Source: an optimization exercise on an open RTL-to-GDS flow (aim: small area, a short achievable clock period and few clock cycles per item). Production flows keep margins and buffers that such runs may drop. Function was checked by simulation only, so behaviour that the tests miss may differ from the original. Power is estimated from default activity; no workload was simulated.

Design huff_encoder, start of the top module:
module huff_encoder #(
  parameter int SYM_W  = 5,
  parameter int LEN_W  = 6,
  parameter int CODE_W = 32
) (
  input  logic                            clk,
  input  logic                            rst,
  input  logic [LEN_W+SYM_W+CODE_W-1:0]   cb_data,
  input  logic                            cb_valid,
  output logic                            cb_ready,
  input  logic                            start,
  input  logic                            flush,
  input  logic [SYM_W-1:0]                sym_in,
  input  logic                            sym_valid,
  output logic                            sym_ready,
  output logic [CODE_W-1:0]               data_out,
  output logic                            out_valid,
  input  logic                            out_ready,
  output logic [LEN_W-1:0]                out_bits,
  output logic                            out_last,
  output logic                            busy,
  output logic                            err
);
==> flow/config.mk <==
export PLATFORM = sky130hd
export DESIGN_NAME = huff_encoder
export DESIGN_NICKNAME = huff_encoder
export VERILOG_FILES = /design/flow/design.v
export SDC_FILE = /design/flow/constraint.sdc
export NUM_CORES = 4
export LEC_CHECK = 0
export CAP_MARGIN = 20
export CORE_MARGIN = 2
export CORE_UTILIZATION = 65
export CTS_BUF_LIST = sky130_fd_sc_hd__clkbuf_16
export CTS_CLUSTER_DIAMETER = 80
export CTS_CLUSTER_SIZE = 32
export SETUP_SLACK_MARGIN = 4.4
export SLEW_MARGIN = 20
export TNS_END_PERCENT = 100
==> flow/constraint.sdc <==
create_clock -name core_clock -period 7.0 [get_ports {clk}]
set_input_delay 1.4000 -clock core_clock [delete_from_list [all_inputs] [get_ports {clk}]]
set_output_delay 1.4000 -clock core_clock [all_outputs]
set_load 0.01 [all_outputs]
standard.sh (not shown) runs the stock make flow with config.mk's settings and CLKGATE_MAP_FILE= SYNTH_SCRIPT=/design/flow/synth_recipe.tcl, a recipe that flattens the netlist after the stock synthesis.
==> flow/flow/run.sh <==
#!/bin/bash
set -euo pipefail
export BUFFER_PORTS_ARGS="-buffer_cell sky130_fd_sc_hd__buf_2"
bash standard.sh > standard_flow.log 2>&1
The baseline finished with timing, DRC and antenna clean.
Testbench counts at the start, summed over its fixed seeds: cycles 12,056, items 12,000.
Next try:
--- a/flow/design.v
+++ b/flow/design.v
@@ -18,19 +18,19 @@
   output logic                            out_valid,
   input  logic                            out_ready,
   output logic [LEN_W-1:0]                out_bits,
   output logic                            out_last,
   output logic                            busy,
   output logic                            err
 );
   localparam int DEPTH = 1 << SYM_W;
   localparam int ENT_W = CODE_W + 1;
-  localparam int RB_N  = 5;
+  localparam int RB_N  = 6;
   localparam int RB_W  = $clog2(RB_N);
   logic                r_busy;
   logic                r_enc;
   logic                w_idle;
   logic                r_cb_rdy;
   logic                r_sym_rdy;
   logic                r_flush;
   logic                r_err;
   logic [LEN_W-1:0]    w_cb_len;
@@ -114,18 +114,22 @@
   end
   logic                r_s1_v;
   logic [DEPTH-1:0]    r_s1_oh;
   logic                r_s2_v;
   logic                r_s2_hit;
   logic [ENT_W-1:0]    r_s2_ent;
   logic                r_s3_v;
   logic [CODE_W-1:0]   r_s3_code;
   logic [LEN_W-1:0]    r_s3_len;
+  logic                r_s4_v;
+  logic [CODE_W-1:0]   r_s4_rot;
+  logic [LEN_W-1:0]    r_s4_pos;
+  logic                r_s4_emit;
   logic [LEN_W-1:0]    r_pos;
   logic [CODE_W-1:0]   r_cur;
   logic [CODE_W-1:0]   r_od;
   logic [LEN_W-1:0]    r_ob;
   logic                r_ol;
   logic                r_ov;
   logic [ENT_W-1:0]    w_rd_ent;
   logic                w_rd_hit;
   always_comb begin
@@ -158,27 +162,27 @@
   assign w_rot     = CODE_W'({r_s3_code, r_s3_code} >> r_pos[LEN_W-2:0]);
   logic [CODE_W-1:0]   w_take_rot;
   logic [CODE_W-1:0]   w_word;
   logic [CODE_W-1:0]   w_keep;
   logic                w_out_free;
   logic                w_final;
   logic                w_pipe_empty;
   always_comb begin
     for (int i = 0; i < CODE_W; i++) begin
-      w_take_rot[i] = ((LEN_W+1)'(CODE_W - 1 - i) >= {1'b0, r_pos});
-      w_keep[i]     = !w_take_rot[i];
+      w_take_rot[i] = ((LEN_W+1)'(CODE_W - 1 - i) >= {1'b0, r_s4_pos});
+      w_keep[i]     = ((LEN_W+1)'(CODE_W - 1 - i) <  {1'b0, r_pos});
     end
   end
-  assign w_word       = (w_take_rot & w_rot) | (~w_take_rot & r_cur);
+  assign w_word       = (w_take_rot & r_s4_rot) | (~w_take_rot & r_cur);
   assign w_out_free   = !r_ov || out_ready;
-  assign w_squash     = r_s3_v && w_s3_emit && !w_out_free;
-  assign w_commit     = r_s3_v && !w_squash;
-  assign w_pipe_empty = !r_s1_v && !r_s2_v && !r_s3_v && !r_rep;
+  assign w_squash     = r_s4_v && r_s4_emit && !w_out_free;
+  assign w_commit     = r_s4_v && !w_squash;
+  assign w_pipe_empty = !r_s1_v && !r_s2_v && !r_s3_v && !r_s4_v && !r_rep;
   assign w_final      = r_flush && w_pipe_empty && w_out_free && (r_pos != '0);
   logic                w_rep_nxt;
   logic                w_busy_nxt;
   logic                w_enc_nxt;
   logic                w_flush_nxt;
   always_comb begin
     w_rep_nxt = r_rep;
     if (w_squash) begin
       w_rep_nxt = 1'b1;
@@ -211,30 +215,32 @@
       r_busy    <= 1'b0;
       r_enc     <= 1'b0;
       r_cb_rdy  <= 1'b1;
       r_sym_rdy <= 1'b0;
       r_flush   <= 1'b0;
       r_rep     <= 1'b0;
       r_s1_v    <= 1'b0;
       r_s2_v    <= 1'b0;
       r_s3_v    <= 1'b0;
+      r_s4_v    <= 1'b0;
       r_ov      <= 1'b0;
     end else begin
       r_busy    <= w_busy_nxt;
       r_enc     <= w_enc_nxt;
       r_cb_rdy  <= !w_busy_nxt;
       r_sym_rdy <= w_enc_nxt && !w_rep_nxt;
       r_flush   <= w_flush_nxt;
       r_rep     <= w_rep_nxt;
       r_s1_v    <= !w_squash && (w_take || w_issue);
       r_s2_v    <= !w_squash && r_s1_v;
       r_s3_v    <= !w_squash && r_s2_v;
-      if (w_commit && w_s3_emit) begin
+      r_s4_v    <= !w_squash && r_s3_v;
+      if (w_commit && r_s4_emit) begin
         r_ov <= 1'b1;
       end else if (w_final) begin
         r_ov <= 1'b1;
       end else if (out_ready) begin
         r_ov <= 1'b0;
       end
     end
   end
   always_ff @(posedge clk or posedge rst) begin
@@ -271,30 +277,35 @@
   end
   always_ff @(posedge clk) begin
     for (int i = 0; i < DEPTH; i++) begin
       r_s1_oh[i] <= (w_s1_sym == SYM_W'(i));
     end
     r_s2_ent  <= w_rd_ent;
     r_s2_hit  <= w_rd_hit;
     r_s3_code <= r_s2_ent[ENT_W-1:1];
     r_s3_len  <= w_len;
+    r_s4_rot  <= w_rot;
+    r_s4_pos  <= r_pos;
+    r_s4_emit <= w_s3_emit;
     if (w_idle) begin
       r_pos <= '0;
+    end else if (w_squash) begin
+      r_pos <= r_s4_pos;
     end else if (w_final) begin
       r_pos <= '0;
-    end else if (w_commit) begin
+    end else if (r_s3_v) begin
       r_pos <= w_pos_nxt;
     end
     if (w_commit) begin
-      r_cur <= (w_take_rot | {CODE_W{w_s3_emit}}) & w_rot |
-               ~(w_take_rot | {CODE_W{w_s3_emit}}) & r_cur;
+      r_cur <= (w_take_rot | {CODE_W{r_s4_emit}}) & r_s4_rot |
+               ~(w_take_rot | {CODE_W{r_s4_emit}}) & r_cur;
     end
-    if (w_commit && w_s3_emit) begin
+    if (w_commit && r_s4_emit) begin
       r_od <= w_word;
       r_ob <= LEN_W'(CODE_W);
       r_ol <= 1'b0;
     end else if (w_final) begin
       r_od <= r_cur & w_keep;
       r_ob <= r_pos;
       r_ol <= 1'b1;
     end
   end
The new run went through all stages and came out clean.
Design area went down by 2.5%.
Register-to-register slack gains 310 ps.
Die area climbs by 1.2%.
Global-route usage decreases by 2.3 points.
Critical path depth came out lower by 10.
Total power is lower by 15%.
Cell count is lower by 2.7%.
Non-clock buffer count drops by 82.
Testbench counts after the change, summed over its fixed seeds: cycles 12,064, items 12,000.

-- static timing again, ports no longer ideal --
In the flow no input, the clock included, has a driving cell. The finished layouts below were timed again as built, in two steps. Step 1: set_driving_cell puts a clkbuf_16 on clk and a buf_2 on each other input, an assumption about the parent block. Step 2 adds t to the input delays and takes it off the output delays; t is the mean of the earliest and latest rising clock arrival at the registers after step 1. Input paths then give back, and output paths get back, about the clock's delay inside the block. a / b / c = ideal ports / drivers / drivers and shift; a / b = the first two.
run | shift t [ns] | setup WS [ns] | worst setup path at the end | pins driven straight from the clock port
the first run | 0.740 | 4.115 / 4.115 / 3.765 | input to register | 1
the second run | 0.736 | 4.326 / 4.253 / 3.799 | input to register | 1
After both steps setup and hold are still met in every run listed. For the second run, which loses most, drivers alone change the setup slack by -0.073 ns; drivers and shift together by -0.527 ns.
